Background: an optimization exercise with open tools, aiming at small area. Do not read the settings as production practice.
The RTL was checked by simulation tests, not by an equivalence proof against the original design.
Power figures rest on the tool's default switching activity, not on a simulated workload.

===== flow/config.mk =====
export PLATFORM = sky130hd
export DESIGN_NAME = intra_pred_regs
export DESIGN_NICKNAME = intra_pred_regs
export VERILOG_FILES = /design/flow/design.v
export SDC_FILE = /design/flow/constraint.sdc
export NUM_CORES = 4
export LEC_CHECK = 0
export CAP_MARGIN = 20
export CORE_MARGIN = 2
export CORE_UTILIZATION = 40
export SLEW_MARGIN = 20

===== flow/constraint.sdc =====
create_clock -name core_clock -period 4.0 [get_ports {clk}]
set_input_delay 0.8000 -clock core_clock [delete_from_list [all_inputs] [get_ports {clk}]]
set_output_delay 0.8000 -clock core_clock [all_outputs]
set_load 0.01 [all_outputs]

===== flow/design.v =====
module intra_pred_block_buf (
	input  logic         clk,
	input  logic         rst_n,
	input  logic         ena,
	input  logic [35:0]  pred_wr,        
	output logic [127:0] intra_pred
);
	logic [127:0] pix_q;
	logic [1:0]   cmd;
	logic [31:0]  col_pix;                
	logic [1:0]   col_idx;
	assign cmd     = pred_wr[35:34];
	assign col_pix = pred_wr[31:0];
	assign col_idx = 2'd3 - pred_wr[33:32];  
	always_ff @(posedge clk or negedge rst_n) begin
		if (!rst_n) begin
			pix_q <= '0;
		end else if (ena) begin
			case (cmd)
				2'd2: begin
					pix_q <= {16{col_pix[7:0]}};
				end
				2'd1: begin
					for (int r = 0; r < 4; r++) begin
						pix_q[{r[1:0], col_idx} * 8 +: 8] <= col_pix[r * 8 +: 8];  
					end
				end
				default: begin
					pix_q <= pix_q;                         
				end
			endcase
		end
	end
	assign intra_pred = pix_q;
endmodule
module intra_pred_up_nb (
	input  logic         clk,
	input  logic         rst_n,
	input  logic         ena,
	input  logic [2:0]   preload_counter,
	input  logic [95:0]  line_ram,       
	input  logic [34:0]  up_wr,          
	input  logic [1:0]   plane,
	output logic [127:0] up_mb
);
	logic [127:0] luma_q;
	logic [63:0]  cb_q;
	logic [63:0]  cr_q;
	logic       luma_pre;
	logic       chroma_pre;
	logic [1:0] luma_slot;
	logic       chroma_slot;
	assign luma_pre = (preload_counter != '0) &&
		(preload_counter <= 3'(4));
	assign luma_slot = 2'(3'(4) - preload_counter);  
	assign chroma_pre = (preload_counter == 3'(1)) ||
		(preload_counter == 3'(2));
	assign chroma_slot = (preload_counter == 3'(1));  
	always_ff @(posedge clk or negedge rst_n) begin
		if (!rst_n) begin
			luma_q <= '0;
		end else if (ena && luma_pre) begin
			luma_q[{luma_slot, 2'b00} * 8 +: 32] <= line_ram[95:64];
		end else if (ena && up_wr[34]) begin
			luma_q[{up_wr[33:32], 2'b00} * 8 +: 32] <= up_wr[31:0];  
		end
	end
	always_ff @(posedge clk or negedge rst_n) begin
		if (!rst_n) begin
			cb_q <= '0;
			cr_q <= '0;
		end else if (ena && chroma_pre) begin
			cb_q[{chroma_slot, 2'b00} * 8 +: 32] <= line_ram[63:32];
			cr_q[{chroma_slot, 2'b00} * 8 +: 32] <= line_ram[31:0];
		end
	end
	always_comb begin
		up_mb = '0;                                     
		case (plane)
			2'd0: begin
				up_mb = luma_q;
			end
			2'd1: begin
				up_mb[63:0] = cb_q;
			end
			2'd2: begin
				up_mb[63:0] = cr_q;
			end
			default: begin
				up_mb = '0;
			end
		endcase
	end
endmodule
module intra_pred_left_nb (
	input  logic         clk,
	input  logic         rst_n,
	input  logic         ena,
	input  logic [36:0]  left_wr,        
	input  logic [1:0]   plane,
	output logic [127:0] left_mb
);
	logic [127:0] luma_q;
	logic [63:0]  cb_q;
	logic [63:0]  cr_q;
	logic [1:0]  target;
	logic [1:0]  addr;
	logic [31:0] data;
	logic        wr_en;
	logic [3:0]  luma_base;
	logic [2:0]  chroma_base;
	assign target      = left_wr[36:35];
	assign addr        = left_wr[33:32];
	assign data        = left_wr[31:0];
	assign wr_en       = ena && left_wr[34];
	assign luma_base   = {addr, 2'b00};
	assign chroma_base = {addr[0], 2'b00};
	always_ff @(posedge clk or negedge rst_n) begin
		if (!rst_n) begin
			luma_q <= '0;
			cb_q <= '0;
			cr_q <= '0;
		end else if (wr_en) begin
			case (target)
				2'd0: begin
					luma_q[luma_base * 8 +: 32] <= data;
				end
				2'd1: begin
					cb_q[chroma_base * 8 +: 32] <= data;
				end
				2'd2: begin
					cr_q[chroma_base * 8 +: 32] <= data;
				end
				default: begin
					luma_q <= luma_q;                       
				end
			endcase
		end
	end
	always_comb begin
		left_mb = '0;
		case (plane)
			2'd0: begin
				left_mb = luma_q;
			end
			2'd1: begin
				left_mb[63:0] = cb_q;
			end
			2'd2: begin
				left_mb[63:0] = cr_q;
			end
			default: begin
				left_mb = '0;
			end
		endcase
	end
endmodule
module intra_pred_regs (
	input  logic         clk,
	input  logic         rst_n,
	input  logic         ena,
	input  logic [4:0]   blk4x4_counter,
	input  logic [35:0]  pred_wr,          
	input  logic [34:0]  up_wr,            
	input  logic [36:0]  left_wr,          
	input  logic [2:0]   preload_counter,
	input  logic [95:0]  line_ram,         
	output logic [127:0] intra_pred,
	output logic [127:0] up_mb,
	output logic [127:0] left_mb
);
	logic [1:0] plane;
	always_comb begin
		if (blk4x4_counter < 5'(16)) begin
			plane = 2'd0;
		end else if (blk4x4_counter < 5'(20)) begin
			plane = 2'd1;
		end else begin
			plane = 2'd2;
		end
	end
	intra_pred_block_buf u_block_buf (
		.clk        (clk),
		.rst_n      (rst_n),
		.ena        (ena),
		.pred_wr    (pred_wr),
		.intra_pred (intra_pred)
	);
	intra_pred_up_nb u_up_nb (
		.clk             (clk),
		.rst_n           (rst_n),
		.ena             (ena),
		.preload_counter (preload_counter),
		.line_ram        (line_ram),
		.up_wr           (up_wr),
		.plane           (plane),
		.up_mb           (up_mb)
	);
	intra_pred_left_nb u_left_nb (
		.clk     (clk),
		.rst_n   (rst_n),
		.ena     (ena),
		.left_wr (left_wr),
		.plane   (plane),
		.left_mb (left_mb)
	);
endmodule

===== flow/run.sh =====
#!/bin/bash
# synth_recipe.tcl (not shown) runs the flow's synth.tcl, then flattens the netlist and writes it again
# the make line also repeats each setting of config.mk as NAME=value (left out here)
make -C /OpenROAD-flow-scripts/flow DESIGN_CONFIG=/design/flow/config.mk WORK_HOME=/design/flow/orfs CLKGATE_MAP_FILE= SYNTH_SCRIPT=/design/flow/synth_recipe.tcl finish

==> summary.txt <==
per-stage QoR:
stage | instances | hold slack [ns] | total power (µW) | setup slack (ns)
6_report | 4480 | 0.3150 | 20860 | 0.2599
5_1_grt | 4478 | 0.3514 | 21790 | 0.1897
4_1_cts | 4462 | 0.3307 | 21000 | 0.2325
3_5_place_dp | 4332 | 0.4667 | 14170 | 0.2477
3_3_place_gp | 4332 | 0.4626 | 14010 | 0.2507
2_1_floorplan | 2835 | 0.4422 | 11230 | 1.266
area by class of cell:
class	count	area share, %
timing repair buffer	703	17.30
inverter	26	0.2391
tap	1030	3.158
clock buffer	106	5.200
clock inverter	24	0.6776
sequential	640	39.24
antenna	18	0.1104
multi-input combinational	1933	34.07
synth_stat cells (all sizes together), types with 2 or more instances:
| cell | n |
|---|---|
| and3b | 2 |
| a32oi | 7 |
| nor3 | 5 |
| o21ai | 179 |
| o31ai | 2 |
| buf | 105 |
| or3b | 2 |
| dfrtp | 640 |
| a221o | 23 |
| nor2 | 201 |
| a2bb2oi | 63 |
| inv | 26 |
| a22o | 158 |
| nor2b | 141 |
| o2bb2ai | 58 |
| ha | 23 |
| a31oi | 8 |
| nor3b | 4 |
| and2 | 5 |
| nand3 | 7 |
| nor4bb | 3 |
| nand3b | 4 |
| mux2i | 152 |
| nand4 | 23 |
| nand2 | 175 |
| nand2b | 6 |
| a221oi | 11 |
| clkbuf | 131 |
| and3 | 7 |
| a211oi | 2 |
| o211ai | 13 |
| a21oi | 243 |
| mux2 | 258 |
| a22oi | 103 |
| o211a | 14 |
| or2 | 19 |
power breakdown:
group	total, µW	internal, µW	switching [µW]
Clock	6730	3960	2770
Sequential	8780	7860	919
Combinational	5350	2860	2500
Total	20900	14700	6190
cell families (layout without fill, tap and decap cells):
kind of cell / count (synthesis) / in the layout
mux: 410 / 410
simple gates: 610 / 610
buf+inv: 262 / 859
flops: 640 / 640
other cells: 0 / 18
compound gates: 888 / 888
xor+xnor: 1 / 1
fa+ha+maj: 24 / 24
routing by layer:
| layer | global-route usage (%) | part of all wire (%) |
|---|---|---|
| met5 | 0 | 0.083 |
| met4 | 10.38 | 3.7 |
| met3 | 6.335 | 7.7 |
| met2 | 43.14 | 45 |
| met1 | 39.30 | 43 |
final timing paths:
path / startpoint / depth (start not counted) / slack [ns] / to
min: rst_n / 1 / 0.31 / u_block_buf.pix_q[32]
max in group asynchronous: rst_n / 2 / 2.70 / u_block_buf.pix_q[93]
max: blk4x4_counter[3] / 7 / 0.26 / up_mb[23]
min reg2reg: u_up_nb.luma_q[83] / 1 / 0.48 / u_up_nb.luma_q[83]
max reg2reg: u_block_buf.pix_q[100] / 4 / 2.86 / u_block_buf.pix_q[100]
min in group core_clock: u_up_nb.luma_q[83] / 1 / 0.48 / u_up_nb.luma_q[83]
==> flow_summary_export.csv <==
group,metric,value,unit
status,status,"complete, no violations",
cts,clk_pin_slew,0.05,ns
critical_path,worstPathRequired,3.20,ns
layout,layout_common_cells,"640 x dfrtp_1, 593 x clkdlybuf4s50_1, 253 x mux2_2",
global_route,antenna_found_initial,28,
route,wl_per_cell,25.69,µm
pwr,leakagePower,0.01694,µW
critical_path,critical_path.slowest_cell,"clkdlybuf4s50_1",
placement,place.port_buffers,596,
logic_synthesis,ys.flop_type,"dfrtp_1",
logic_synthesis,syn_avg_cell_area,10.91,µm²
route,drtIter0Drc,2259,
layout,num-fill-cells,6591,
floorplanning,initial_core_util,40.60,%
cts,insertion_delay,0.60,ns
logic_synthesis,ys_seq_area_share,51.77,%
floorplanning,core_region_area,76200,µm²
layout,layout-drive-gt1-share,15.21,%
floorplanning,die_w,282.1,µm
floorplanning,dieArea,79580,µm²
critical_path,cp-start-kind,"input pin",
sta,skew,0,ns
sta,drv_slew,0,
floorplanning,io_pins,599,
floorplanning,die_h,282.1,µm
cts,post_cts_buffers,0,
cts,htree_levels,3,
route,drt-total-wl,115.1,mm
cts,cts_buffers,72,
layout,areaGrowthSynthToFinish,31.91,%
route,via_count,25991,
sta,worstMarginPinSlew,1.070,ns
logic_synthesis,synth_nets,3073,
global_route,grt_use_total,28.24,%
logic_synthesis,synth_area_leaders,"dfrtp_1 52%, mux2_2 9.2%, mux2i_1 4.9%, a22o_1 4.5%, a21oi_1 3.9%",
global_route,first_global_vias,25851,
route,drc_errors,0,
logic_synthesis,synthMuxAreaShare,14.31,%
layout,seq_area,16020,µm²
worst_hold_path,hold_path.class,"in -> async",
cts,numClockSinks,640,
floorplanning,rows,101,
cts,max-clock-path-buffers,3,
sta,rsz0062_at_grt,"no",
global_route,gr-total-overflow,0,
logic_synthesis,yosys_warnings,4,
placement,dpl-instance-area,38370,µm²
pwr,power_density,511.2,nW/µm²
route,vias_per_cell,5.802,
logic_synthesis,synth_adder_area_share,0.9625,%
route,dr.pass1.iters,5,
layout,final_area,40810,µm²
logic_synthesis,synthArstFlopShare,100.0,%
cts,cts_hold_buf,0,
global_route,grt_pass1_wl,169.4,mm
sta,setup_viol,0,
pwr,peakVddDrop,0.2820,mV
cts,cts_resized,0,
placement,gp_congestion,0.9349,
critical_path,critPathTopFamily,"buffers and inverters",
critical_path,worst-path-max-fanout,28,
placement,dp_hpwl,81.84,mm
logic_synthesis,synth-simple-area-share,9.456,%
cts,root_buffer,"clkbuf_16",
sta,fin_crit,3.740,ns
critical_path,slowest_delay,0.60,ns
logic_synthesis,synth_xor_area_share,0.08898,%
logic_synthesis,synth_top_area_cell,"dfrtp_1",
logic_synthesis,syn-cell-area,30940,µm²
logic_synthesis,synth_cell_types,58,
logic_synthesis,synth_top_area_share,51.77,%
layout,multi_input_area,13900,µm²
cts,cts_tree,"yes",
critical_path,critPathBufInv,4,
logic_synthesis,synth_edf_count,0,
logic_synthesis,ys_ff_latch,640,
route,drtAntennaViolNets,0,
sta,period_share,93.50,%
flow_run,cap_violations,0,
critical_path,cp_cell_sequence,"clkdlybuf4s50_1, nor2_4, buf_12, buf_12, mux2i_1, a21oi_1, clkdlybuf4s50_1",
sta,setup_tns,0,ns
sta,maxClockFrequency,267.4,MHz
layout,num-nets-final,3614,
critical_path,path_class,"in -> out",
global_route,grt_max_degree,99,
critical_path,cp_data_arrival_time,2.94,ns
logic_synthesis,synth_compound_area_share,19.74,%
logic_synthesis,syn-instance-count,2835,
layout,final_util,53.56,%
sta,finalHoldViolations,0,
logic_synthesis,synth_top_family_by_area,"compound AO/OA/AOI/OAI gates",
layout,final_common_cell,"dfrtp_1",
critical_path,endpoint_kind,"output port",
sta,relSlewSlack,28.68,%

==> afterwards: timing with drivers on the ports <==
The results above use ideal ports. As a check the final layout listed here was re-extracted and re-timed, cells and wires unchanged. Step 1 sets driving cells, clkbuf_16 on the clock port and buf_2 on the other inputs (assumed; they add their load-dependent delay and slew). Step 2 moves the port delays by t, midway between the first and last clock arrival at a register: inputs arrive t later, outputs are due t later. That takes back most of the time a late clock gives input paths. Slacks: ideal ports / drivers / drivers and shift; pairs: ideal ports / drivers.
t (ns): 0.677
slack for setup (ns): 0.260 / 0.218 / 0.213
worst register clock-pin slew, ns: 0.07 / 0.07
worst data-port slew with drivers (ns): 0.17
pins driven straight from the clock port: 1
After both steps setup and hold are still met in this run. For this run, drivers alone change the setup slack by -0.042 ns; drivers and shift together by -0.047 ns.
